Context: an optimization exercise on an open-source flow, tuned for small area. The choices shown serve that exercise and are no tape-out recipe.
Only simulation tests tie the RTL to the original design; equivalence was not proved.
Power and IR drop assume default switching activity.

### design.v
`default_nettype none
package apb_mon_pkg;
    typedef enum logic [1:0] {
        phase_idle   = 2'd0,
        phase_setup  = 2'd1,
        phase_access = 2'd2
    } apb_phase_t;
    typedef enum logic [1:0] {
        viol_no_enable        = 2'd0,
        viol_unstable         = 2'd1,
        viol_enable_held      = 2'd2,
        viol_enable_no_select = 2'd3
    } apb_viol_t;
    typedef logic [3:0] viol_vec_t;
    typedef logic [$clog2(64)-1:0] bin_idx_t;
endpackage
`default_nettype wire
`default_nettype none
module apb_bus_monitor (
    input  wire         apb_if_monitor,
    input  wire         rst,
    input  wire         presetn,
    input  wire         psel,
    input  wire         penable,
    input  wire         pwrite,
    input  wire [31:0]  paddr,
    input  wire [31:0]  pwdata,
    input  wire [31:0]  prdata,
    input  wire         pready,
    input  wire         pslverr,
    input  wire         wb_cyc,
    input  wire         wb_stb,
    input  wire         wb_we,
    input  wire [6:0]   wb_adr,
    input  wire [31:0]  wb_wdata,
    output logic        wb_ack,
    output logic [31:0] wb_rdata
);
    logic [1:0]  state;       
    logic        xfer_done;
    logic [5:0]  xfer_bin;
    logic [3:0]  viol_pulse;
    logic        cap_write;
    logic [31:0] cap_addr;
    logic [31:0] cap_wdata;
    logic       st_idle, st_setup, in_xfer, complete, changed, start;
    logic [1:0] state_next;
    logic [3:0] viol_now;
    assign st_idle  = (state == 2'd0);
    assign st_setup = (state == 2'd1);
    assign in_xfer  = (state == 2'd1) || (state == 2'd2);
    assign complete = in_xfer && psel && penable && pready;
    assign start    = st_idle && psel && !penable;
    assign changed  = (paddr != cap_addr) || (pwrite != cap_write) ||
                      (cap_write && (pwdata != cap_wdata));
    always_comb begin
        if (start)
            state_next = 2'd1;
        else if (psel && !complete && (st_setup ? penable : (state == 2'd2)))
            state_next = 2'd2;
        else
            state_next = 2'd0;
    end
    assign viol_now[0] = st_setup && !penable;
    assign viol_now[1] = in_xfer && psel && penable && changed;
    assign viol_now[2] = xfer_done && penable;
    assign viol_now[3] = penable && !psel;
    always_ff @(posedge apb_if_monitor) begin
        if (rst || !presetn) begin
            state      <= 2'd0;
            xfer_done  <= 1'b0;
            viol_pulse <= 4'd0;
        end else begin
            state      <= state_next;
            xfer_done  <= complete;
            viol_pulse <= viol_now;
        end
    end
    always_ff @(posedge apb_if_monitor) begin
        if (start) begin
            cap_write <= pwrite;
            cap_addr  <= paddr;
            cap_wdata <= pwdata;
        end
        if (complete) begin
            xfer_bin <= {pwrite, pslverr, paddr[31:28]};
        end
    end
    logic       wb_req, wr_flags, wr_ctrl, count_clear, count_enable;
    logic [3:0] flags_q;
    logic [3:0] clr_mask;
    assign wb_req      = wb_cyc && wb_stb && !wb_ack;
    assign wr_flags    = wb_req && wb_we && (wb_adr == 7'd64);
    assign wr_ctrl     = wb_req && wb_we && (wb_adr == 7'd66);
    assign count_clear = wr_ctrl && wb_wdata[1];
    assign clr_mask    = wr_flags ? wb_wdata[3:0] : 4'd0;
    always_ff @(posedge apb_if_monitor) begin
        if (rst) begin
            wb_ack       <= 1'b0;
            count_enable <= 1'b1;
            flags_q      <= 4'd0;
        end else begin
            wb_ack <= wb_req;
            if (wr_ctrl)
                count_enable <= wb_wdata[0];
            flags_q <= (flags_q & ~clr_mask) | viol_pulse;
        end
    end
    logic [15:0] bin_q [64];
    logic [15:0] viol_total;
    logic        clear_all;
    logic        pend;         
    logic        inc_now;
    logic [5:0]  sel;
    logic [63:0] sel_hot;
    logic [15:0] rd;
    logic        rd_full;
    logic [15:0] wr_bus;
    logic        inc_go;
    assign clear_all = rst || count_clear;
    assign inc_now   = pend || (xfer_done && count_enable && !wb_req);
    assign sel       = wb_req ? wb_adr[5:0] : xfer_bin;
    always_comb begin
        for (int i = 0; i < 64; i++)
            sel_hot[i] = (sel == 6'(i));
    end
    always_comb begin
        rd = 16'd0;
        for (int i = 0; i < 64; i++)
            rd = rd | (bin_q[i] & {16{sel_hot[i]}});
    end
    assign rd_full = &rd;
    assign inc_go  = inc_now && !rd_full;
    assign wr_bus  = (rd + 16'd1) & {16{!clear_all}};
    always_ff @(posedge apb_if_monitor) begin
        pend <= xfer_done && count_enable && wb_req && !clear_all;
    end
    always_ff @(posedge apb_if_monitor) begin
        for (int i = 0; i < 64; i++) begin
            if (clear_all || (inc_go && sel_hot[i]))
                bin_q[i] <= wr_bus;
        end
    end
    always_ff @(posedge apb_if_monitor) begin
        if (clear_all)
            viol_total <= 16'd0;
        else if (count_enable && (|viol_pulse) && (viol_total != 16'hFFFF))
            viol_total <= viol_total + 16'd1;
    end
    logic [15:0] read_word;
    logic [15:0] rdata_q;
    always_comb begin
        if (!wb_adr[6])
            read_word = rd;
        else begin
            case (wb_adr[5:0])
                6'd0:    read_word = {12'd0, flags_q};
                6'd1:    read_word = viol_total;
                6'd2:    read_word = {15'd0, count_enable};
                default: read_word = 16'd0;
            endcase
        end
    end
    always_ff @(posedge apb_if_monitor) begin
        if (wb_req)
            rdata_q <= read_word;
    end
    assign wb_rdata = {16'd0, rdata_q};
endmodule
`default_nettype wire
### run.sh
#!/bin/bash
# synth_recipe.tcl (not shown) runs the flow's synth.tcl, then flattens the netlist and writes it again
# the make line also repeats each setting of config.mk as NAME=value (left out here)
make -C /OpenROAD-flow-scripts/flow DESIGN_CONFIG=/design/flow/config.mk WORK_HOME=/design/flow/orfs CLKGATE_MAP_FILE= SYNTH_SCRIPT=/design/flow/synth_recipe.tcl finish
### config.mk
export PLATFORM = sky130hd
export DESIGN_NAME = apb_bus_monitor
export DESIGN_NICKNAME = apb_bus_monitor
export VERILOG_FILES = /design/flow/design.v
export SDC_FILE = /design/flow/constraint.sdc
export NUM_CORES = 4
export LEC_CHECK = 0
export CAP_MARGIN = 20
export CORE_MARGIN = 2
export CORE_UTILIZATION = 40
export SLEW_MARGIN = 20
### constraint.sdc
create_clock -name core_clock -period 8.0 [get_ports {apb_if_monitor}]
set_input_delay 1.6000 -clock core_clock [delete_from_list [all_inputs] [get_ports {apb_if_monitor}]]
set_output_delay 1.6000 -clock core_clock [all_outputs]
set_load 0.01 [all_outputs]
==> results of run 1 <==
-- layout by cell type, fill, tap and decap left out, types with 18 or more instances in the layout --
cell type and n:
nand4_1 98, o22ai_1 28, and4_1 27, clkinv_2 23, edfxtp_1 1111, a222oi_1 42, clkbuf_16 122, a21oi_1 58
a22o_1 92, nor4_1 37, xnor2_1 55, nor2_1 93, nor3_1 82, bufinv_16 18, a32oi_1 26, clkbuf_1 27
o21ai_0 154, clkinv_1 19, nand2_1 175, buf_12 127, or2_2 42, nor3_2 35, o21ai_2 64, clkdlybuf4s50_1 98
dfxtp_1 30, xor2_1 27, buf_4 510, and3_1 39, a22oi_1 330, nand3_1 51
-- sequential cells by signal, indices dropped and copies added, names as in the netlist --
signal        count
bin_q          1024
cap_addr         32
cap_wdata        32
rdata_q          16
viol_total       16
xfer_bin          6
flags_q           4
viol_pulse        4
state             2
cap_write         1
count_enable      1
pend              1
wb_ack            1
xfer_done         1
-- power groups by stage --
stage / clock [mW] / sequential (mW) / combinational, mW
after floorplan: 0 / 7.38 / 0.392
after global placement: 0 / 7.47 / 1.19
after detailed placement: 0 / 7.48 / 1.20
after CTS: 5.97 / 7.35 / 1.20
after global routing: 6.18 / 7.39 / 1.25
final: 5.99 / 7.37 / 1.26
-- cells by family after synthesis --
family	Yosys count	share of synthesized area, %
buffers and inverters	227	2.66
muxes	34	0.749
xor gates and xnor gates	82	1.48
adders and majority gates	5	0.129
and+or+nand+nor	886	11.0
AOI/OAI and AO/OA	951	14.1
DFF	1141	69.9
other	1	0.00772
-- worst max-delay path, delay by kind of cell --
family / cells / cell delay [ns]
simple gates: 7 / 2.58
buf+inv: 7 / 2.28
compound gates: 3 / 1.31
-- cells in the mapped netlist, drive strengths merged (16+ instances only) --
cell type  instances  area, sq um
edfxtp          1111        33400
buf              143          970
mux2i             24          244
nand4             98          613
xnor2             55          482
a32oi             26          228
nand2            175          657
a22o              92          806
a22oi            330         2480
a221oi            18          158
a21oi             58          290
nand3             52          265
and4              29          259
nor4              44          297
nor2             103          389
or2               60          375
clkbuf            70          269
dfxtp             30          601
and3              39          244
a2111oi           16          140
o22ai             28          175
o21ai            219         1100
a222oi            42          420
nor3             126          853
xor2              27          236
nand4b            17          149
-- per-layer routing --
metal,up-vias,track usage [%]
met2,3861,65.1
li1,15100,-
met4,18,33.4
met5,-,0
met3,915,16.5
met1,20600,58.9
-- how the worst max path moves through the flow --
stage	end	slack (ns)
after floorplan	bin_q[0][6]	0.25
after global placement	bin_q[52][14]	0.17
after detailed placement	bin_q[4][4]	0.19
after CTS	bin_q[4][11]	0.93
after global routing	bin_q[4][11]	0.56
final	bin_q[4][11]	0.56
-- area by class of cell --
| class | count | area share (%) |
|---|---|---|
| multi-input cells | 1974 | 22.7 |
| diodes | 13 | 0.0528 |
| clock inverters | 74 | 1.57 |
| flip-flops and latches | 1141 | 55.1 |
| inverters | 14 | 0.0893 |
| clock buffers | 152 | 5.19 |
| repair buffers | 743 | 12.0 |
| well taps | 1612 | 3.27 |
==> flow_summary_export.csv, run 1 <==
group,metric,value,unit
cells_and_area,syn2layout_area_growth,26.9,%
timing,hold_viol_final,0,
worst_setup_path,cpMaxStageDelayCell,"nor4b_1",
logic_synthesis,synthesis.area,48600,sq um
grt,grt_max_degree,67,
logic_synthesis,ys_ff_latch,1141,
power,finalPower,14.6,mW
place,dp_hpwl,218000,um
worst_setup_path,cp_data_arrival_time,7.87,ns
grt,grt_util_all_layers,46.3,%
grt,antenna_found_initial,44,
worst_setup_path,critical_path_class,"in2reg",
timing,slew_headroom,12.4,%
timing,layout_setup_ws,0.563,ns
floorplanning,die_width,353,um
drt,route.vias.total,40500,
cells_and_area,nFillCells,10200,
place,gp_congestion,1.08,
grt,grt_pass1_vias,36900,
timing,setup_violations,0,
place,dp_slack,0.190,ns
drt,antenna_left,0,
timing,worst_slew_pin_slew,1.30,ns
worst_setup_path,reg2reg_to,"bin_q[5][14]",
power,seqPwrFrac,50.4,%
logic_synthesis,syn_area_per_cell,14.6,sq um
clock_tree,post_cts_buffers,0,
drt,highest_layer,"met5",
logic_synthesis,seq_area_frac_synth,69.9,%
timing,skew,0.0700,ns
timing,fin_tns_setup,0,ns
floorplanning,start_util,40.4,%
power,comb_power_share,8.6,%
power,p_sw_share,25.2,%
clock_tree,clock_path_buffers,3,
grt,overflow,0,
cells_and_area,register_area,34000,sq um
floorplanning,ios,179,
cells_and_area,multi_input_area,14000,sq um
clock_tree,cts_tree,"yes",
timing,fmax,134,MHz
hold_path,min_path_type,"reg2reg",
floorplanning,placementRows,127,
drt,detailroute.wirelength.met3,41900,um
worst_setup_path,required,8.43,ns
floorplanning,core_area,120000,sq um
cells_and_area,fin_area,61600,sq um
timing,period_needed,7.44,ns
place,portBuffers,102,
floorplanning,die_area,124000,sq um
run_status,status,"finished clean",
floorplanning,die-height,353,um
worst_setup_path,setup.worst_path.start_class,"primary input",
worst_setup_path,r2r_cells,13,
worst_setup_path,cp_max_fo,32,
hold_path,min_from,"viol_pulse[3]",
grt,grt_pass1_wl,374000,um
power,leakagePower,21.7,nW
clock_tree,cts-root-buf,"clkbuf_16",
cells_and_area,final_cells,5723,
clock_tree,cts.sinks,1141,
drt,met1Wirelength,105000,um
cells_and_area,num-nets-final,4146,
logic_synthesis,synth_edf_count,1111,
worst_setup_path,max_stage_delay,0.82,ns
power,power_density,237,nW/um^2
place,post_dp_cell_area,57400,sq um
drt,wl_per_cell,51.1,um
clock_tree,postCtsHoldBufs,0,
drt,first_pass_iters,8,
worst_setup_path,setup.worst_path.start,"wb_adr[4]",
timing,rsz0062_at_grt,"false",
drt,routed_wl,292000,um
place,dp.cells,5481,
timing,final.period_utilization,93.0,%
timing,whs,0.484,ns
power,power.switching,3.68,mW
clock_tree,cts.reportedPaths.clkPinSlew,0.06,ns
clock_tree,cts_buffers,121,
cells_and_area,final_util,51.3,%
logic_synthesis,yosysWarningCount,2,
power,p_int,10.9,mW
drt,wl_met2,120000,um
hold_path,hold-path-endpoint,"flags_q[3]",
power,clockPowerShare,41.0,%
worst_setup_path,worstPathCellList,"clkdlybuf4s50_1, nand2b_1, buf_4, nor3_1, or2_2, buf_4, buf_4, a222oi_1, o21ai_0, nor4b_1, buf_4, nand3_1, nand4b_1, nor4_4, buf_12, o21ai_2, buf_4",
hold_path,hold_depth,2,
logic_synthesis,synth_ff_type,"edfxtp_1",
clock_tree,htreeDepth,3,
timing,drv_slew,0,
logic_synthesis,async_reset_ff_share,0,%
clock_tree,cts_resized,0,
logic_synthesis,ys_types,99,
worst_setup_path,setup.worst_path.end_class,"register",
drt,drc_errors,0,
worst_setup_path,crit-reg2reg-launch,"xfer_bin[1]",
worst_setup_path,cp_common_cell,"buf_4",
cells_and_area,drive_above_1_share,25.4,%
worst_setup_path,reg2reg_slack,1.19,ns
run,max_cap_violations,0,
drt,vias_per_cell,7.08,
power,ir_worst_vdd,210,uV
clock_tree,clock_latency,0.80,ns
drt,drtIter0Drc,8451,
logic_synthesis,netlist_instances,3327,
==> inputs of run 2 (changes only) <==
--- a/design.v
+++ b/design.v
@@ -106,40 +106,94 @@
             flags_q <= (flags_q & ~clr_mask) | viol_pulse;
         end
     end
-    logic [15:0] bin_q [64];
+    logic [6:0]  lo_q [64];
+    logic [9:0]  ring [64];     
+    logic [5:0]  phase;
+    logic [6:0]  sweep;
     logic [15:0] viol_total;
     logic        clear_all;
-    logic        pend;         
+    logic        pend;          
     logic        inc_now;
     logic [5:0]  sel;
+    logic [5:0]  pos;
     logic [63:0] sel_hot;
+    logic [63:0] pos_hot;
+    logic [63:0] head_hot;
+    logic [6:0]  rd_lo;
+    logic [8:0]  rd_hi_raw;
+    logic        rd_s;
+    logic        rd_valid;
+    logic [8:0]  rd_hi;
     logic [15:0] rd;
     logic        rd_full;
-    logic [15:0] wr_bus;
-    logic        inc_go;
+    logic [6:0]  wr_lo;
+    logic        head_lo6;
+    logic        head_valid;
+    logic [9:0]  head_new;
     assign clear_all = rst || count_clear;
     assign inc_now   = pend || (xfer_done && count_enable && !wb_req);
     assign sel       = wb_req ? wb_adr[5:0] : xfer_bin;
-    always_comb begin
-        for (int i = 0; i < 64; i++)
-            sel_hot[i] = (sel == 6'(i));
-    end
-    always_comb begin
-        rd = 16'd0;
-        for (int i = 0; i < 64; i++)
-            rd = rd | (bin_q[i] & {16{sel_hot[i]}});
-    end
+    assign pos       = phase - sel - 6'd1;
+    apb_mon_dec6 u_dec_sel  (.a(sel),   .y(sel_hot));
+    apb_mon_dec6 u_dec_pos  (.a(pos),   .y(pos_hot));
+    apb_mon_dec6 u_dec_head (.a(phase), .y(head_hot));
+    for (genvar b = 0; b < 7; b++) begin : g_rd_lo
+        logic [63:0] col;
+        for (genvar i = 0; i < 64; i++) begin : g_col
+            assign col[i] = lo_q[i][b];
+        end
+        apb_mon_rd_bit u_rd_bit (.d(col), .s(sel_hot), .y(rd_lo[b]));
+    end
+    for (genvar b = 0; b < 10; b++) begin : g_rd_ring
+        logic [63:0] col;
+        logic        y;
+        for (genvar i = 0; i < 64; i++) begin : g_col
+            assign col[i] = ring[i][b];
+        end
+        apb_mon_rd_bit u_rd_bit (.d(col), .s(pos_hot), .y(y));
+        if (b == 0) begin : g_s
+            assign rd_s = y;
+        end else begin : g_h
+            assign rd_hi_raw[b-1] = y;
+        end
+    end
+    logic [63:0] head_col;
+    for (genvar i = 0; i < 64; i++) begin : g_head_col
+        assign head_col[i] = lo_q[i][6];
+    end
+    apb_mon_rd_bit u_rd_head (.d(head_col), .s(head_hot), .y(head_lo6));
+    assign rd_valid = {1'b0, pos} < sweep;
+    assign rd_hi    = rd_valid ? (rd_hi_raw + {8'd0, rd_s && !rd_lo[6]}) : 9'd0;
+    assign rd       = {rd_hi, rd_lo};
     assign rd_full = &rd;
-    assign inc_go  = inc_now && !rd_full;
-    assign wr_bus  = (rd + 16'd1) & {16{!clear_all}};
+    assign wr_lo   = ((rd_lo + 7'd1) | {7{rd_full}}) & {7{!clear_all}};
     always_ff @(posedge apb_if_monitor) begin
         pend <= xfer_done && count_enable && wb_req && !clear_all;
     end
     always_ff @(posedge apb_if_monitor) begin
         for (int i = 0; i < 64; i++) begin
-            if (clear_all || (inc_go && sel_hot[i]))
-                bin_q[i] <= wr_bus;
-        end
+            if (clear_all || (inc_now && sel_hot[i]))
+                lo_q[i] <= wr_lo;
+        end
+    end
+    assign head_valid  = sweep[6];
+    assign head_new[0] = head_lo6;
+    assign head_new[9:1] = head_valid ?
+        (ring[63][9:1] + {8'd0, ring[63][0] && !head_lo6}) : 9'd0;
+    always_ff @(posedge apb_if_monitor) begin
+        ring[0] <= head_new;
+        for (int i = 1; i < 64; i++)
+            ring[i] <= ring[i-1];
+    end
+    always_ff @(posedge apb_if_monitor) begin
+        if (rst)
+            phase <= 6'd0;
+        else
+            phase <= phase + 6'd1;
+        if (clear_all)
+            sweep <= 7'd0;
+        else if (!sweep[6])
+            sweep <= sweep + 7'd1;
     end
     always_ff @(posedge apb_if_monitor) begin
         if (clear_all)
@@ -162,9 +216,40 @@
         end
     end
     always_ff @(posedge apb_if_monitor) begin
-        if (wb_req)
-            rdata_q <= read_word;
+        rdata_q <= read_word;
     end
     assign wb_rdata = {16'd0, rdata_q};
 endmodule
+module apb_mon_dec6 (
+    input  wire [5:0]  a,
+    output logic [63:0] y
+);
+    always_comb begin
+        for (int i = 0; i < 64; i++)
+            y[i] = (a == 6'(i));
+    end
+endmodule
+module apb_mon_rd_bit (
+    input  wire [63:0] d,
+    input  wire [63:0] s,
+    output wire        y
+);
+    wire [21:0] t;
+    for (genvar k = 0; k < 21; k++) begin : g_aoi
+        apb_mon_aoi222 u_aoi (
+            .a0(d[3*k]),   .s0(s[3*k]),
+            .a1(d[3*k+1]), .s1(s[3*k+1]),
+            .a2(d[3*k+2]), .s2(s[3*k+2]),
+            .y (t[k])
+        );
+    end
+    assign t[21] = ~(d[63] & s[63]);
+    assign y = ~&t;
+endmodule
+module apb_mon_aoi222 (
+    input  wire a0, s0, a1, s1, a2, s2,
+    output wire y
+);
+    assign y = ~((a0 & s0) | (a1 & s1) | (a2 & s2));
+endmodule
 `default_nettype wire
--- a/config.mk
+++ b/config.mk
@@ -5,7 +5,13 @@
 export SDC_FILE = /design/flow/constraint.sdc
 export NUM_CORES = 4
 export LEC_CHECK = 0
-export CAP_MARGIN = 20
+export CAP_MARGIN = 10
 export CORE_MARGIN = 2
-export CORE_UTILIZATION = 40
-export SLEW_MARGIN = 20
+export CORE_UTILIZATION = 45
+export CTS_BUF_LIST = sky130_fd_sc_hd__clkbuf_8
+export CTS_CLUSTER_DIAMETER = 50
+export CTS_CLUSTER_SIZE = 16
+export PLACE_DENSITY = 0.6
+export SLEW_MARGIN = 10
+export SYNTH_HIERARCHICAL = 1
+export SYNTH_MINIMUM_KEEP_SIZE = 0
==> flow_summary_export.csv, run 2 <==
group,metric,value,unit
worst_setup_path,max_stage_delay,0.78,ns
timing,skew,0.0572,ns
timing,period_needed,7.39,ns
floorplanning,start_util,45.4,%
floorplanning,die_width,300,um
clock_tree,clock_path_buffers,3,
clock_tree,cts_resized,0,
drt,first_pass_iters,13,
worst_setup_path,cp_common_cell,"ha_1",
logic_synthesis,synth-compound-area-share,11.0,%
worst_setup_path,worst-path-stages,25,
power,power_density,254,nW/um^2
logic_synthesis,synth_top_cell_by_area,"edfxtp_1",
power,p_sw_share,23.6,%
drt,wl_per_cell,22.8,um
power,comb_power_share,5.4,%
cells_and_area,num-nets-final,3080,
hold_path,min_path_type,"reg2reg",
logic_synthesis,synth_adder_area_share,0.712,%
worst_setup_path,required,8.55,ns
grt,grt_pass1_vias,24800,
worst_setup_path,setup.worst_path.start_class,"primary input",
clock_tree,htreeDepth,3,
timing,rsz0062_at_grt,"false",
logic_synthesis,synthTopCellsByArea,"edfxtp_1, dfxtp_1, a222oi_1",
cells_and_area,reg_top3,"ring x640, lo_q x448",
timing,drv_slew,0,
run_status,status,"finished clean",
worst_setup_path,cp_data_arrival_time,7.94,ns
logic_synthesis,netlist_instances,2646,
floorplanning,die_area,89800,sq um
logic_synthesis,seq_area_frac_synth,75.2,%
worst_setup_path,cp_max_fo,64,
run,max_cap_violations,0,
place,gp_congestion,0.882,
cells_and_area,drive_above_1_share,10.4,%
cells_and_area,multi_input_area,9420,sq um
power,power.switching,2.69,mW
worst_setup_path,crit_buf_inv,4,
logic_synthesis,synth.top_cell.area_share,39.6,%
clock_tree,cts.reportedPaths.clkPinSlew,0.10,ns
grt,grt_max_degree,66,
cells_and_area,final_util,51.8,%
drt,route.vias.total,24600,
timing,slew_headroom,31.2,%
drt,drtIter0Drc,3817,
place,portBuffers,102,
grt,grt_util_all_layers,20.8,%
timing,fin_tns_setup,0,ns
logic_synthesis,synth_simple_gate_area_share,9.12,%
clock_tree,cts.sinks,1218,
worst_setup_path,reg2reg_slack,1.49,ns
clock_tree,postCtsHoldBufs,0,
cells_and_area,largest_register_ffs,640,
grt,grt_pass1_wl,145000,um
floorplanning,placementRows,108,
logic_synthesis,yosysWarningCount,10,
logic_synthesis,yosys-top-cells-count,"dfxtp_1, edfxtp_1, a222oi_1, nor2_1, nand2_1",
cells_and_area,nFillCells,7261,
timing,worst_slew_pin_slew,1.03,ns
timing,hold_viol_final,0,
logic_synthesis,synthXorXnorAreaFrac,2.39,%
worst_setup_path,reg2reg_to,"lo_q[33][5]",
logic_synthesis,yosysMostFrequentCell,"dfxtp_1",
drt,antenna_left,0,
clock_tree,cts-root-buf,"clkbuf_8",
logic_synthesis,synth_edf_count,519,
logic_synthesis,ys_types,61,
power,leakagePower,16.0,nW
timing,layout_setup_ws,0.606,ns
clock_tree,post_cts_buffers,0,
logic_synthesis,synthesis.area,39300,sq um
worst_setup_path,critical_path_class,"in2reg",
power,ir_worst_vdd,183,uV
cells_and_area,top_register,"ring",
cells_and_area,final_cell_mix,"dfxtp_1, edfxtp_1, a222oi_1, nor2_1, nand2_1",
cells_and_area,register_area,29600,sq um
cells_and_area,fin_area,44900,sq um
cells_and_area,layout_commonest_cell,"dfxtp_1",
timing,whs,0.305,ns
timing,final.period_utilization,92.4,%
timing,fmax,135,MHz
worst_setup_path,crit-reg2reg-launch,"wb_ack",
worst_setup_path,setup.worst_path.start,"wb_cyc",
place,dp_slack,-0.0657,ns
place,post_dp_cell_area,42600,sq um
floorplanning,ios,179,
clock_tree,clock_latency,0.80,ns
drt,vias_per_cell,5.93,
grt,antenna_found_initial,2,
drt,drc_errors,0,
floorplanning,die-height,300,um
power,p_int,8.73,mW
logic_synthesis,synth_ff_type,"dfxtp_1",
drt,routed_wl,94300,um
logic_synthesis,synth_mux_area_share,0.340,%
logic_synthesis,syn_area_per_cell,14.9,sq um
place,dp_hpwl,65600,um
logic_synthesis,synth_top_family_by_area,"compound AO/OA/AOI/OAI gates",
power,clockPowerShare,33.0,%
worst_setup_path,setup.worst_path.end_class,"register",
grt,overflow,0,
floorplanning,core_area,86800,sq um
worst_setup_path,crit_family,"simple AND/OR/NAND/NOR gates",
clock_tree,cts_buffers,108,
logic_synthesis,ys_ff_latch,1218,
worst_setup_path,worstSetupEndpoint,"lo_q[33][5]",
power,seqPwrFrac,61.6,%
cells_and_area,syn2layout_area_growth,14.1,%
worst_setup_path,r2r_cells,24,
logic_synthesis,async_reset_ff_share,0,%
clock_tree,cts_tree,"yes",
worst_setup_path,cpMaxStageDelayCell,"nor2_1",
timing,setup_violations,0,
## run 2: changes by cell type after synthesis, sizes merged, moves of 113 or more
cell    delta
nor3     -113
buf      -113
a222oi   +336
edfxtp   -592
a22oi    -330
nor2     +144
o21ai    -196
dfxtp    +669
## run 2: stage by stage
stage          std cells  total power [mW]
3_3_place_gp        3958              7.77
4_1_cts             4138              11.5
2_1_floorplan       2661              7.45
6_report            4140              11.4
5_1_grt             4140              11.8
3_5_place_dp        3958              7.81
## run 2: per-module statistics from Yosys (local to each module, per instance)
module           cells inside  cell area (sq um)  flip-flops and latches
apb_bus_monitor          1821              33200                    1218
apb_mon_aoi222              1               10.0                       0
apb_mon_dec6               95                465                       0
apb_mon_rd_bit              9               51.3                       0
## run 2: power groups by stage
stage	Sequential (mW)	Clock [mW]	Combinational [mW]
2_1_floorplan	7.15	0	0.300
3_3_place_gp	7.17	0	0.604
3_5_place_dp	7.18	0	0.621
4_1_cts	7.04	3.87	0.623
5_1_grt	7.08	4.10	0.667
6_report	7.04	3.77	0.618
## run 2: final cells by class
type                    count  share of cell area, %
repair buffers            217                   4.64
flip-flops and latches   1218                   65.9
clock buffers             113                   3.46
inverters                  28                  0.234
multi-input cells        1340                   21.0
diodes                      2                 0.0111
clock inverters            67                   1.59
well taps                1155                   3.22
## run 2: kinds of logic after synthesis
| family | Yosys count |
|---|---|
| AO/OA/AOI/OAI | 458 |
| XOR/XNOR | 106 |
| adder cells (fa/ha/maj) | 22 |
| buffers and inverters | 103 |
| flip-flops | 1218 |
| multiplexers | 13 |
| other | 1 |
| AND/OR/NAND/NOR | 725 |
## run 2: layer usage
layer | GRT usage, % | share of wire (%) | vias to the layer above
li1 | - | - | 11100
met1 | 28.1 | 42 | 12200
met2 | 34.1 | 48 | 1055
met3 | 3.21 | 6.8 | 195
met4 | 7.48 | 3.3 | 0
met5 | 0 | 0 | -
## run 2: worst min-delay path by stage
stage	start	to	slack [ns]	depth (start not counted)
after floorplan	ring[9][0]	ring[10][0]	0.33	0
after global placement	ring[18][5]	ring[19][5]	0.33	0
after detailed placement	ring[57][4]	ring[58][4]	0.34	0
after CTS	ring[2][0]	ring[3][0]	0.29	0
after global routing	ring[2][0]	ring[3][0]	0.30	0
final	ring[2][0]	ring[3][0]	0.30	0
==> inputs of run 3 (changes only) <==
--- a/design.v
+++ b/design.v
@@ -106,49 +106,52 @@
             flags_q <= (flags_q & ~clr_mask) | viol_pulse;
         end
     end
-    logic [6:0]  lo_q [64];
-    logic [9:0]  ring [64];     
-    logic [5:0]  phase;
-    logic [6:0]  sweep;
-    logic [15:0] viol_total;
-    logic        clear_all;
-    logic        pend;          
-    logic        inc_now;
-    logic [5:0]  sel;
-    logic [5:0]  pos;
-    logic [63:0] sel_hot;
-    logic [63:0] pos_hot;
-    logic [63:0] head_hot;
-    logic [6:0]  rd_lo;
-    logic [8:0]  rd_hi_raw;
-    logic        rd_s;
-    logic        rd_valid;
-    logic [8:0]  rd_hi;
-    logic [15:0] rd;
-    logic        rd_full;
-    logic [6:0]  wr_lo;
-    logic        head_lo6;
-    logic        head_valid;
-    logic [9:0]  head_new;
+    localparam int LW = 5;        
+    localparam int HW = 16 - LW;  
+    logic [LW-1:0] lo_q [64];
+    logic [HW:0]   ring [4][16];   
+    logic [3:0]    phase;
+    logic [4:0]    sweep;
+    logic [15:0]   viol_total;
+    logic          clear_all;
+    logic          pend;           
+    logic          inc_now;
+    logic [5:0]    sel;
+    logic [5:0]    pos;
+    logic [63:0]   sel_hot;
+    logic [63:0]   pos_hot;
+    logic [15:0]   head_hot;
+    logic [LW-1:0] rd_lo;
+    logic [HW-1:0] rd_hi_raw;
+    logic          rd_s;
+    logic          rd_valid;
+    logic [HW-1:0] rd_hi;
+    logic [15:0]   rd;
+    logic          rd_full;
+    logic [LW-1:0] wr_lo;
+    logic          head_valid;
     assign clear_all = rst || count_clear;
     assign inc_now   = pend || (xfer_done && count_enable && !wb_req);
     assign sel       = wb_req ? wb_adr[5:0] : xfer_bin;
-    assign pos       = phase - sel - 6'd1;
+    assign pos       = {sel[5:4], phase - sel[3:0] - 4'd1};
     apb_mon_dec6 u_dec_sel  (.a(sel),   .y(sel_hot));
     apb_mon_dec6 u_dec_pos  (.a(pos),   .y(pos_hot));
-    apb_mon_dec6 u_dec_head (.a(phase), .y(head_hot));
-    for (genvar b = 0; b < 7; b++) begin : g_rd_lo
+    always_comb begin
+        for (int i = 0; i < 16; i++)
+            head_hot[i] = (phase == 4'(i));
+    end
+    for (genvar b = 0; b < LW; b++) begin : g_rd_lo
         logic [63:0] col;
         for (genvar i = 0; i < 64; i++) begin : g_col
             assign col[i] = lo_q[i][b];
         end
         apb_mon_rd_bit u_rd_bit (.d(col), .s(sel_hot), .y(rd_lo[b]));
     end
-    for (genvar b = 0; b < 10; b++) begin : g_rd_ring
+    for (genvar b = 0; b <= HW; b++) begin : g_rd_ring
         logic [63:0] col;
         logic        y;
         for (genvar i = 0; i < 64; i++) begin : g_col
-            assign col[i] = ring[i][b];
+            assign col[i] = ring[i/16][i%16][b];
         end
         apb_mon_rd_bit u_rd_bit (.d(col), .s(pos_hot), .y(y));
         if (b == 0) begin : g_s
@@ -157,16 +160,11 @@
             assign rd_hi_raw[b-1] = y;
         end
     end
-    logic [63:0] head_col;
-    for (genvar i = 0; i < 64; i++) begin : g_head_col
-        assign head_col[i] = lo_q[i][6];
-    end
-    apb_mon_rd_bit u_rd_head (.d(head_col), .s(head_hot), .y(head_lo6));
-    assign rd_valid = {1'b0, pos} < sweep;
-    assign rd_hi    = rd_valid ? (rd_hi_raw + {8'd0, rd_s && !rd_lo[6]}) : 9'd0;
+    assign rd_valid = {1'b0, pos[3:0]} < sweep;
+    assign rd_hi    = rd_valid ? (rd_hi_raw + HW'(rd_s && !rd_lo[LW-1])) : '0;
     assign rd       = {rd_hi, rd_lo};
     assign rd_full = &rd;
-    assign wr_lo   = ((rd_lo + 7'd1) | {7{rd_full}}) & {7{!clear_all}};
+    assign wr_lo   = ((rd_lo + LW'(1)) | {LW{rd_full}}) & {LW{!clear_all}};
     always_ff @(posedge apb_if_monitor) begin
         pend <= xfer_done && count_enable && wb_req && !clear_all;
     end
@@ -176,24 +174,33 @@
                 lo_q[i] <= wr_lo;
         end
     end
-    assign head_valid  = sweep[6];
-    assign head_new[0] = head_lo6;
-    assign head_new[9:1] = head_valid ?
-        (ring[63][9:1] + {8'd0, ring[63][0] && !head_lo6}) : 9'd0;
-    always_ff @(posedge apb_if_monitor) begin
-        ring[0] <= head_new;
-        for (int i = 1; i < 64; i++)
-            ring[i] <= ring[i-1];
+    assign head_valid = sweep[4];
+    for (genvar r = 0; r < 4; r++) begin : g_ring
+        logic [15:0] hcol;
+        logic        head_msb;
+        logic [HW:0] head_new;
+        for (genvar i = 0; i < 16; i++) begin : g_hcol
+            assign hcol[i] = lo_q[16*r + i][LW-1];
+        end
+        apb_mon_rd16 u_rd_head (.d(hcol), .s(head_hot), .y(head_msb));
+        assign head_new[0]    = head_msb;
+        assign head_new[HW:1] = head_valid ?
+            (ring[r][15][HW:1] + HW'(ring[r][15][0] && !head_msb)) : '0;
+        always_ff @(posedge apb_if_monitor) begin
+            ring[r][0] <= head_new;
+            for (int i = 1; i < 16; i++)
+                ring[r][i] <= ring[r][i-1];
+        end
     end
     always_ff @(posedge apb_if_monitor) begin
         if (rst)
-            phase <= 6'd0;
+            phase <= 4'd0;
         else
-            phase <= phase + 6'd1;
+            phase <= phase + 4'd1;
         if (clear_all)
-            sweep <= 7'd0;
-        else if (!sweep[6])
-            sweep <= sweep + 7'd1;
+            sweep <= 5'd0;
+        else if (!sweep[4])
+            sweep <= sweep + 5'd1;
     end
     always_ff @(posedge apb_if_monitor) begin
         if (clear_all)
@@ -246,6 +253,23 @@
     assign t[21] = ~(d[63] & s[63]);
     assign y = ~&t;
 endmodule
+module apb_mon_rd16 (
+    input  wire [15:0] d,
+    input  wire [15:0] s,
+    output wire        y
+);
+    wire [5:0] t;
+    for (genvar k = 0; k < 5; k++) begin : g_aoi
+        apb_mon_aoi222 u_aoi (
+            .a0(d[3*k]),   .s0(s[3*k]),
+            .a1(d[3*k+1]), .s1(s[3*k+1]),
+            .a2(d[3*k+2]), .s2(s[3*k+2]),
+            .y (t[k])
+        );
+    end
+    assign t[5] = ~(d[15] & s[15]);
+    assign y = ~&t;
+endmodule
 module apb_mon_aoi222 (
     input  wire a0, s0, a1, s1, a2, s2,
     output wire y
==> flow_summary_export.csv, run 3 <==
group,metric,value,unit
logic_synthesis,seq_area_frac_synth,73.9,%
place,gp_congestion,0.891,
cells_and_area,nFillCells,7068,
run_status,status,"finished clean",
worst_setup_path,max_stage_delay,0.89,ns
timing,skew,0.0367,ns
worst_setup_path,crit_family,"simple AND/OR/NAND/NOR gates",
floorplanning,placementRows,106,
grt,grt_max_degree,71,
drt,first_pass_iters,13,
hold_path,min_path_type,"reg2reg",
logic_synthesis,synth_ff_type,"dfxtp_1",
logic_synthesis,synthTopCellsByArea,"dfxtp_1, edfxtp_1, a222oi_1",
logic_synthesis,async_reset_ff_share,0,%
grt,grt_pass1_vias,24400,
worst_setup_path,cpMaxStageDelayCell,"nor2_1",
cells_and_area,layout_commonest_cell,"dfxtp_1",
grt,antenna_found_initial,1,
logic_synthesis,ys_ff_latch,1214,
timing,drv_slew,0,
floorplanning,ios,179,
drt,route.vias.total,24500,
grt,grt_pass1_wl,145000,um
drt,drtIter0Drc,3548,
clock_tree,cts_resized,0,
logic_synthesis,synth_top_cell_by_area,"dfxtp_1",
logic_synthesis,yosys-top-cells-count,"dfxtp_1, edfxtp_1, a222oi_1, nand2_1, nor2_1",
cells_and_area,num-nets-final,3082,
worst_setup_path,critical_path_class,"in2reg",
logic_synthesis,synth.top_cell.area_share,43.1,%
clock_tree,cts_buffers,111,
timing,setup_violations,0,
cells_and_area,largest_register_ffs,768,
worst_setup_path,worstPathCellList,"clkdlybuf4s50_1, nand3b_1, mux2i_1, ha_1, a21o_1, maj3_1, xnor3_1, nand4bb_1, nor2_1, a222oi_1, nand4_1, a211oi_1, nand2_1, nor2b_1, ha_1, nand3_1, nand3_1, nor4b_1, o32ai_2, o22ai_4, buf_12",
timing,fmax,130,MHz
timing,final.period_utilization,96.1,%
clock_tree,clock_latency,0.76,ns
cells_and_area,top_register,"ring",
timing,slew_headroom,24.8,%
floorplanning,start_util,45.6,%
place,portBuffers,102,
cells_and_area,reg_top3,"ring x768, lo_q x320",
drt,vias_per_cell,5.93,
run,max_cap_violations,0,
cells_and_area,multi_input_area,9720,sq um
cells_and_area,drive_above_1_share,10.4,%
timing,rsz0062_at_grt,"false",
timing,period_needed,7.69,ns
power,ir_worst_vdd,173,uV
clock_tree,post_cts_buffers,0,
clock_tree,clock_path_buffers,3,
logic_synthesis,synth_edf_count,391,
worst_setup_path,reg2reg_slack,1.16,ns
logic_synthesis,ys_types,64,
logic_synthesis,syn_area_per_cell,14.4,sq um
logic_synthesis,netlist_instances,2645,
logic_synthesis,synthesis.area,38200,sq um
drt,routed_wl,95400,um
timing,fin_tns_setup,0,ns
power,leakagePower,16.0,nW
logic_synthesis,yosysWarningCount,10,
clock_tree,cts.sinks,1214,
worst_setup_path,setup.worst_path.end_class,"register",
grt,overflow,0,
timing,worst_slew_pin_slew,1.12,ns
power,power_density,262,nW/um^2
drt,antenna_left,0,
cells_and_area,final_cell_mix,"dfxtp_1, edfxtp_1, a222oi_1, nand2_1, nor2_1",
drt,drc_errors,0,
worst_setup_path,crit_buf_inv,2,
logic_synthesis,yosysMostFrequentCell,"dfxtp_1",
cells_and_area,register_area,28200,sq um
floorplanning,die_area,87300,sq um
floorplanning,die_width,295,um
worst_setup_path,cp_max_fo,33,
clock_tree,postCtsHoldBufs,0,
clock_tree,cts.reportedPaths.clkPinSlew,0.09,ns
place,dp_hpwl,67500,um
floorplanning,die-height,295,um
cells_and_area,syn2layout_area_growth,15.1,%
worst_setup_path,required,8.48,ns
grt,grt_util_all_layers,21.7,%
floorplanning,core_area,83800,sq um
clock_tree,cts_tree,"yes",
timing,hold_viol_final,0,
worst_setup_path,setup.worst_path.start_class,"primary input",
power,finalPower,11.5,mW
worst_setup_path,cp_data_arrival_time,8.17,ns
clock_tree,cts-root-buf,"clkbuf_8",
drt,wl_per_cell,23.1,um
clock_tree,htreeDepth,3,
## run 3: final cells by class
class | instances | share of cell area [%]
Antenna cell | 1 | 0.00569
Clock inverter | 74 | 2.11
Inverter | 28 | 0.239
Timing Repair Buffer | 203 | 4.39
Clock buffer | 121 | 3.79
Sequential cell | 1214 | 64.2
Tap cell | 1134 | 3.23
Multi-Input combinational cell | 1352 | 22.1
## run 3: kinds of logic after synthesis
group,Yosys count,share of synthesized area (%)
buffers and inverters,94,1.11
muxes,12,0.324
other,1,0.00981
DFF,1214,73.9
and+or+nand+nor,716,9.59
adders and majority gates,27,0.897
AOI/OAI and AO/OA,452,11.2
xor gates and xnor gates,129,2.99
## run 3: worst register-to-register path, stage by stage, from the launching register on
cell and delay, ns:
dfxtp_1 0.41, nand3b_1 0.20, mux2i_1 0.42, ha_1 0.32, a21o_1 0.18, maj3_1 0.38
xnor3_1 0.49, nand4bb_1 0.34, nor2_1 0.89, a222oi_1 0.28, nand4_1 0.26, a211oi_1 0.07
nand2_1 0.08, nor2b_1 0.13, ha_1 0.17, nand3_1 0.27, nand3_1 0.26, nor4b_1 0.08
o32ai_2 0.85, o22ai_4 0.22, buf_12 0.23
## run 3: power breakdown
part           switching [mW]  internal [mW]  leakage (nW)
Combinational           0.369          0.189          4.08
Clock                    2.17           1.96          1.34
Sequential              0.128           6.73          10.6
## run 3: metal layers
| metal | GRT usage, % | vias up | part of all wire, % |
|---|---|---|---|
| li1 | - | 11100 | - |
| met1 | 29.0 | 12100 | 42 |
| met2 | 35.1 | 1061 | 47 |
| met3 | 3.83 | 179 | 7.4 |
| met4 | 8.65 | 0 | 3.8 |
| met5 | 0 | - | 0 |
## run 3: worst paths after layout
check	end	cells past startpoint	from
worst max-delay path	lo_q[29][0]	21	wb_cyc
worst min-delay path	ring[10][4]	0	ring[9][4]
worst max register to register	lo_q[29][0]	20	wb_ack
worst min register to register	ring[10][4]	0	ring[9][4]
## run 3: metrics by stage
step                cell area, sq um  worst slack [ns]  utilization [%]  instances  hold slack (ns)
floorplan                      38300            -0.445                -       2660            0.330
global placement               41400            -0.119             49.4       3931            0.334
detailed placement             41400            -0.272             49.4       3931            0.335
CTS                            44000             0.527             52.5       4126            0.335
global route                   44000            0.0950             52.5       4127            0.337
finish                         44000             0.313             52.5       4127            0.333
## run 3: modules after synthesis (local to each module, per instance)
module           flip-flops and latches  area (sq um)
apb_mon_aoi222                        0          10.0
apb_bus_monitor                    1214         32600
apb_mon_rd16                          0          16.3
apb_mon_dec6                          0           465
apb_mon_rd_bit                        0          51.3
==> inputs of run 4 (changes only) <==
--- a/design.v
+++ b/design.v
@@ -106,7 +106,7 @@
             flags_q <= (flags_q & ~clr_mask) | viol_pulse;
         end
     end
-    localparam int LW = 5;        
+    localparam int LW = 4;        
     localparam int HW = 16 - LW;  
     logic [LW-1:0] lo_q [64];
     logic [HW:0]   ring [4][16];   
@@ -178,14 +178,17 @@
     for (genvar r = 0; r < 4; r++) begin : g_ring
         logic [15:0] hcol;
         logic        head_msb;
+        logic        snap_msb;
         logic [HW:0] head_new;
         for (genvar i = 0; i < 16; i++) begin : g_hcol
             assign hcol[i] = lo_q[16*r + i][LW-1];
         end
         apb_mon_rd16 u_rd_head (.d(hcol), .s(head_hot), .y(head_msb));
-        assign head_new[0]    = head_msb;
+        assign snap_msb = (pend && (xfer_bin == {2'(r), phase})) ?
+                          wr_lo[LW-1] : head_msb;
+        assign head_new[0]    = snap_msb;
         assign head_new[HW:1] = head_valid ?
-            (ring[r][15][HW:1] + HW'(ring[r][15][0] && !head_msb)) : '0;
+            (ring[r][15][HW:1] + HW'(ring[r][15][0] && !snap_msb)) : '0;
         always_ff @(posedge apb_if_monitor) begin
             ring[r][0] <= head_new;
             for (int i = 1; i < 16; i++)
==> flow_summary_export.csv, run 4 <==
group,metric,value,unit
run_status,status,"finished clean",
logic_synthesis,synth_edf_count,327,
clock_tree,clock_path_buffers,3,
timing,drv_slew,0,
worst_setup_path,setup.worst_path.end_class,"register",
worst_setup_path,cp_common_cell,"buf_4",
worst_setup_path,cp_max_fo,17,
logic_synthesis,synth_ff_type,"dfxtp_1",
worst_setup_path,cp_data_arrival_time,8.33,ns
timing,slew_headroom,44.6,%
worst_setup_path,max_stage_delay,0.62,ns
drt,route.vias.total,25500,
worst_setup_path,reg2reg_slack,1.36,ns
drt,vias_per_cell,5.90,
floorplanning,placementRows,106,
floorplanning,ios,179,
floorplanning,start_util,45.4,%
worst_setup_path,crit_buf_inv,8,
floorplanning,die-height,294,um
place,dp_hpwl,71700,um
logic_synthesis,netlist_instances,2707,
grt,grt_max_degree,68,
timing,skew,0.0405,ns
run,max_cap_violations,0,
clock_tree,cts_tree,"yes",
clock_tree,cts_buffers,107,
worst_setup_path,worst-path-stages,34,
grt,grt_pass1_vias,26100,
drt,drtIter0Drc,4121,
logic_synthesis,syn_area_per_cell,14.0,sq um
power,leakagePower,16.9,nW
cells_and_area,fin_area,45000,sq um
cells_and_area,final_cells,4329,
logic_synthesis,yosys-top-cells-count,"dfxtp_1, a222oi_1, edfxtp_1, nand2_1, nor2_1",
clock_tree,htreeDepth,3,
place,portBuffers,102,
grt,antenna_found_initial,1,
logic_synthesis,ys_ff_latch,1214,
logic_synthesis,synth_top_cell_by_area,"dfxtp_1",
power,ir_worst_vdd,174,uV
power,power_density,248,nW/um^2
worst_setup_path,crit_family,"simple AND/OR/NAND/NOR gates",
clock_tree,clock_latency,0.75,ns
cells_and_area,drive_above_1_share,16.3,%
hold_path,hold_depth,0,
cells_and_area,largest_register_ffs,832,
logic_synthesis,yosysWarningCount,10,
power,p_int,8.54,mW
timing,worst_slew_pin_slew,0.832,ns
drt,wl_per_cell,23.3,um
power,comb_power_share,5.5,%
floorplanning,die_area,86400,sq um
clock_tree,cts.sinks,1214,
worst_setup_path,r2r_cells,32,
cells_and_area,top_register,"ring",
clock_tree,postCtsHoldBufs,0,
drt,antenna_left,0,
cells_and_area,layout_commonest_cell,"dfxtp_1",
power,seqPwrFrac,60.7,%
logic_synthesis,yosysMostFrequentCell,"dfxtp_1",
timing,final.period_utilization,96.3,%
logic_synthesis,seq_area_frac_synth,72.9,%
timing,setup_violations,0,
worst_setup_path,required,8.63,ns
place,dp.cells,4147,
grt,grt_util_all_layers,23.1,%
place,post_dp_cell_area,42700,sq um
logic_synthesis,synth.top_cell.area_share,46.9,%
clock_tree,cts.reportedPaths.clkPinSlew,0.09,ns
hold_path,min_path_type,"reg2reg",
logic_synthesis,ys_types,64,
power,clockPowerShare,33.8,%
logic_synthesis,async_reset_ff_share,0,%
grt,grt_pass1_wl,154000,um
cells_and_area,syn2layout_area_growth,19.0,%
floorplanning,die_width,294,um
cells_and_area,nFillCells,6824,
drt,routed_wl,101000,um
place,gp_congestion,0.891,
floorplanning,core_area,83400,sq um
drt,first_pass_iters,14,
cells_and_area,num-nets-final,3350,
logic_synthesis,synthesis.area,37800,sq um
grt,overflow,0,
cells_and_area,final_cell_mix,"dfxtp_1, a222oi_1, edfxtp_1, buf_4, nand2_1",
timing,period_needed,7.70,ns
drt,drc_errors,0,
logic_synthesis,synthTopCellsByArea,"dfxtp_1, edfxtp_1, a222oi_1",
power,power.switching,2.64,mW
worst_setup_path,cpMaxStageDelayCell,"or4b_1",
worst_setup_path,setup.worst_path.start_class,"primary input",
clock_tree,cts-root-buf,"clkbuf_8",
power,p_sw_share,23.6,%
worst_setup_path,critical_path_class,"in2reg",
timing,hold_viol_final,0,
timing,fmax,130,MHz
cells_and_area,reg_top3,"ring x832, lo_q x256",
-- run 4: Yosys stat by module, one instance, submodules excluded --
module           cell area [sq um]  cells inside
apb_mon_rd16                  16.3             3
apb_mon_rd_bit                51.3             9
apb_mon_dec6                   465            95
apb_mon_aoi222                10.0             1
apb_bus_monitor              32200          1975
-- run 4: metal layers --
layer  up-vias  part of all wire (%)  GRT usage [%]
met3       178                   8.7           4.72
li1      11600                     -              -
met5         -                     0              0
met2      1200                    45           36.6
met1     12600                    42           31.3
met4         0                   3.5           8.55
-- run 4: final timing paths --
path,from,endpoint
worst max-delay path,wb_stb,ring[0][9]
worst min-delay path,ring[33][1],ring[34][1]
worst max register to register,wb_ack,ring[0][9]
worst min register to register,ring[33][1],ring[34][1]
-- run 4: logic make-up after synthesis --
kind of cell    synth area share [%]
mux                            0.294
xor+xnor                        3.05
flops                           72.9
simple gates                    9.91
compound gates                  11.8
buf+inv                         1.20
other cells                  0.00991
fa+ha+maj                      0.919
-- run 4: metrics by stage --
| stage | util (%) | hold slack (ns) | total power [mW] | setup TNS, ns | setup slack, ns |
|---|---|---|---|---|---|
| 2_1_floorplan | - | 0.330 | 7.15 | -89.77 | -0.482 |
| 3_3_place_gp | 51.1 | 0.332 | 7.50 | -70.55 | -0.877 |
| 3_5_place_dp | 51.1 | 0.336 | 7.53 | -100.04 | -0.944 |
| 4_1_cts | 53.8 | 0.321 | 11.2 | 0 | 0.0972 |
| 5_1_grt | 54.0 | 0.342 | 11.6 | -0.0157 | -0.00831 |
| 6_report | 54.0 | 0.329 | 11.2 | 0 | 0.296 |
-- run 4: area by class of cell --
type,instances,area [sq um],area share (%)
antenna,1,2.50,0.00556
clock buffer,115,1580,3.52
timing repair buffer,417,3690,8.19
sequential,1214,27600,61.2
clock inverter,65,669,1.49
tap,1080,1350,3.00
multi-input combinational,1408,10000,22.3
inverter,29,109,0.242
-- run 4: power by group through the flow --
stage	Sequential [mW]	Combinational, mW	Clock (mW)
floorplan	6.87	0.272	0
global placement	6.91	0.591	0
detailed placement	6.92	0.604	0
CTS	6.78	0.607	3.86
global route	6.81	0.661	4.09
finish	6.79	0.613	3.78
-- run 4: timing repair --
action                     in CTS  in global routing
resized for setup               1                 23
pin swaps                       0                  5
setup endpoints to repair      16                 34
buffers inserted                0                  1
==> inputs of run 5 (changes only) <==
==> flow/run.sh (new file) <==
#!/bin/bash
set -euo pipefail
export BUFFER_PORTS_ARGS="-buffer_cell sky130_fd_sc_hd__buf_1"
export CTS_ARGS="-sink_clustering_enable -repair_clock_nets -sink_clustering_size 16 -sink_clustering_max_diameter 50 -buf_list sky130_fd_sc_hd__clkbuf_8 -dont_use_dummy_load"
bash standard.sh > standard.log 2>&1
==> standard.sh (new file) <==
#!/bin/bash
# synth_recipe.tcl (not shown) runs the flow's synth.tcl, then flattens the netlist and writes it again
# the make line also repeats each setting of config.mk as NAME=value (left out here)
make -C /OpenROAD-flow-scripts/flow DESIGN_CONFIG=/design/flow/config.mk WORK_HOME=/design/flow/orfs CLKGATE_MAP_FILE= SYNTH_SCRIPT=/design/flow/synth_recipe.tcl "${@:-finish}"
removed: run.sh
==> flow_summary_export.csv, run 5 <==
group,metric,value,unit
timing,skew,0.144,ns
floorplanning,ios,179,
worst_setup_path,max_stage_delay,0.38,ns
drt,highest_layer,"met5",
hold_path,hold-path-endpoint,"ring[28][11]",
grt,grt_max_degree,67,
cells_and_area,layout_commonest_cell,"dfxtp_1",
drt,drtIter0Drc,3998,
clock_tree,clock_latency,0.77,ns
drt,vias_per_cell,5.95,
run_status,status,"finished clean",
timing,setup_violations,0,
cells_and_area,top_register,"ring",
grt,grt_pass1_wl,150000,um
drt,detailroute.wirelength.met3,8050,um
cells_and_area,fin_area,43400,sq um
place,gp_congestion,0.872,
hold_path,min_from,"ring[27][11]",
place,dp_hpwl,70800,um
drt,antenna_left,0,
drt,routed_wl,98900,um
drt,route.vias.total,25300,
logic_synthesis,synth_edf_count,327,
cells_and_area,largest_register_ffs,832,
power,leakagePower,16.1,nW
worst_setup_path,cpMaxStageDelayCell,"a222oi_1",
grt,antenna_found_initial,2,
cells_and_area,final_cell_mix,"dfxtp_1, a222oi_1, edfxtp_1, buf_4, nand2_1",
floorplanning,die_width,294,um
logic_synthesis,synth_ff_type,"dfxtp_1",
timing,period_needed,7.68,ns
cells_and_area,syn2layout_area_growth,14.7,%
worst_setup_path,required,8.60,ns
logic_synthesis,yosys-top-cells-count,"dfxtp_1, a222oi_1, edfxtp_1, nand2_1, nor2_1",
drt,wl_per_cell,23.3,um
worst_setup_path,cp_max_fo,10,
clock_tree,clock_path_buffers,3,
hold_path,hold_depth,0,
drt,first_pass_iters,13,
drt,drc_errors,0,
clock_tree,cts.reportedPaths.clkPinSlew,0.10,ns
worst_setup_path,reg2reg_to,"ring[16][11]",
drt,wl_met2,44900,um
worst_setup_path,setup.worst_path.start_class,"primary input",
clock_tree,postCtsHoldBufs,0,
worst_setup_path,cp_common_cell,"buf_4",
logic_synthesis,synthTopCellsByArea,"dfxtp_1, edfxtp_1, a222oi_1",
power,power_density,238,nW/um^2
cells_and_area,reg_top3,"ring x832, lo_q x256",
logic_synthesis,yosysWarningCount,10,
clock_tree,cts.sinks,1214,
clock_tree,cts_resized,0,
logic_synthesis,synthesis.area,37800,sq um
grt,grt_pass1_vias,25300,
floorplanning,die-height,294,um
place,portBuffers,102,
floorplanning,start_util,45.4,%
timing,rsz0062_at_grt,"false",
clock_tree,cts_buffers,104,
logic_synthesis,syn_area_per_cell,14.0,sq um
timing,hold_viol_final,0,
logic_synthesis,synth.top_cell.area_share,46.9,%
logic_synthesis,async_reset_ff_share,0,%
worst_setup_path,critical_path_class,"in2reg",
clock_tree,post_cts_buffers,0,
floorplanning,die_area,86400,sq um
cells_and_area,nFillCells,6950,
power,ir_worst_vdd,160,uV
floorplanning,placementRows,106,
cells_and_area,drive_above_1_share,13.9,%
cells_and_area,num-nets-final,3336,
clock_tree,htreeDepth,3,
timing,fin_tns_setup,0,ns
grt,overflow,0,
worst_setup_path,r2r_cells,30,
grt,grt_util_all_layers,22.5,%
floorplanning,core_area,83400,sq um
logic_synthesis,yosysMostFrequentCell,"dfxtp_1",
logic_synthesis,ys_ff_latch,1214,
hold_path,min_path_type,"reg2reg",
timing,worst_slew_pin_slew,1.12,ns
clock_tree,cts_tree,"yes",
worst_setup_path,cp_data_arrival_time,8.27,ns
cells_and_area,final_util,52.0,%
timing,drv_slew,0,
timing,slew_headroom,25.1,%
run,max_cap_violations,0,
place,post_dp_cell_area,41900,sq um
clock_tree,cts-root-buf,"clkbuf_8",
logic_synthesis,seq_area_frac_synth,72.9,%
timing,final.period_utilization,95.9,%
worst_setup_path,setup.worst_path.end_class,"register",
worst_setup_path,crit-reg2reg-launch,"wb_ack",
timing,fmax,130,MHz
logic_synthesis,ys_types,64,
drt,met1Wirelength,42500,um
logic_synthesis,netlist_instances,2707,
worst_setup_path,reg2reg_slack,1.06,ns
logic_synthesis,synth_top_cell_by_area,"dfxtp_1",
==> run 5: cells by family (layout without fill, tap and decap cells) <==
kind of cell             after synthesis  after routing  share of synthesized area, %
multiplexers                          11             11                         0.294
XOR/XNOR                             130            130                          3.05
adder cells (fa/ha/maj)               28             28                         0.919
AO/OA/AOI/OAI                        476            476                          11.8
flip-flops                          1214           1214                          72.9
other                                  1             19                       0.00991
buffers and inverters                100            539                          1.20
AND/OR/NAND/NOR                      747            747                          9.91
==> run 5: layer usage <==
metal,up-vias,track usage (%)
met5,-,0
met4,2,8.61
met3,178,4.02
met2,1149,35.6
met1,12400,30.8
li1,11500,-
==> run 5: cell type report <==
class	count	area (sq um)	area share [%]
multi-input cells	1408	9960	22.9
diodes	3	7.51	0.0173
repair buffers	406	2970	6.83
inverters	29	109	0.251
clock buffers	104	1430	3.30
flip-flops and latches	1214	27600	63.5
well taps	1080	1350	3.11
==> run 5: worst max path at each step <==
| stage | from | end | slack, ns |
|---|---|---|---|
| final | wb_stb | ring[16][11] | 0.32 |
| after global placement | wb_cyc | ring[48][11] | -0.37 |
| after floorplan | wb_cyc | lo_q[0][0] | -0.48 |
| after CTS | wb_stb | ring[48][11] | 0.35 |
| after detailed placement | wb_stb | ring[48][11] | -0.44 |
| after global routing | wb_stb | ring[0][9] | 0.02 |
==> run 5: power by group <==
part / internal (mW) / switching, mW / total (mW)
Sequential: 6.66 / 0.130 / 6.79
Clock: 1.15 / 1.83 / 2.98
Combinational: 0.189 / 0.371 / 0.560
==> run 5: critical path: cells and delay by family <==
kind	cells	cell delay [ns]
adder cells (fa/ha/maj)	5	1.35
AO/OA/AOI/OAI	7	1.67
multiplexers	1	0.35
AND/OR/NAND/NOR	10	1.94
XOR/XNOR	1	0.15
buffers and inverters	8	1.19
==> run 5: modules after synthesis (local to each module, per instance) <==
module           cells  area (sq um)
apb_bus_monitor   1975         32200
apb_mon_dec6        95           465
apb_mon_aoi222       1          10.0
apb_mon_rd16         3          16.3
apb_mon_rd_bit       9          51.3
==> run 5: stage by stage <==
step / hold slack (ns) / total power, mW / worst slack [ns] / instances
after global placement: 0.333 / 7.46 / -0.366 / 4137
after detailed placement: 0.334 / 7.48 / -0.441 / 4137
after global routing: 0.282 / 10.7 / 0.0158 / 4243
after floorplan: 0.330 / 7.15 / -0.482 / 2722
after CTS: 0.295 / 10.4 / 0.351 / 4241
final: 0.295 / 10.3 / 0.324 / 4244

[separate check: timing with driven ports]
How much do the figures lean on ideal ports? The routed layouts below were timed once more, with nothing changed but the port constraints. Step 1 (the two cells are an assumption about what drives the block):
set clk [get_ports {apb_if_monitor}]
set_driving_cell -lib_cell sky130_fd_sc_hd__clkbuf_16 $clk
set_driving_cell -lib_cell sky130_fd_sc_hd__buf_2 [delete_from_list [all_inputs] $clk]
Step 2 also shifts input and output timing later by t, the mid clock arrival at the registers, as if the neighbouring blocks saw the same clock. Slacks: ideal ports / drivers / drivers and shift; pairs: ideal ports / drivers.
| run | t, ns | setup slack, ns | hold WS [ns] |
|---|---|---|---|
| run 1 | 0.844 | 0.563 / 0.598 / -0.246 | 0.484 / 0.484 / 0.484 |
| run 2 | 0.831 | 0.606 / 0.646 / -0.185 | 0.305 / 0.305 / 0.305 |
| run 3 | 0.804 | 0.313 / 0.343 / -0.461 | 0.333 / 0.333 / 0.333 |
| run 4 | 0.799 | 0.296 / 0.336 / -0.464 | 0.329 / 0.329 / 0.329 |
| run 5 | 0.766 | 0.324 / 0.370 / -0.396 | 0.295 / 0.295 / 0.295 |
Met with ideal ports but missed after step 2: setup timing in every run listed. The setup slack of run 1, which loses most, moves by +0.035 ns with the drivers and by -0.809 ns with both steps.
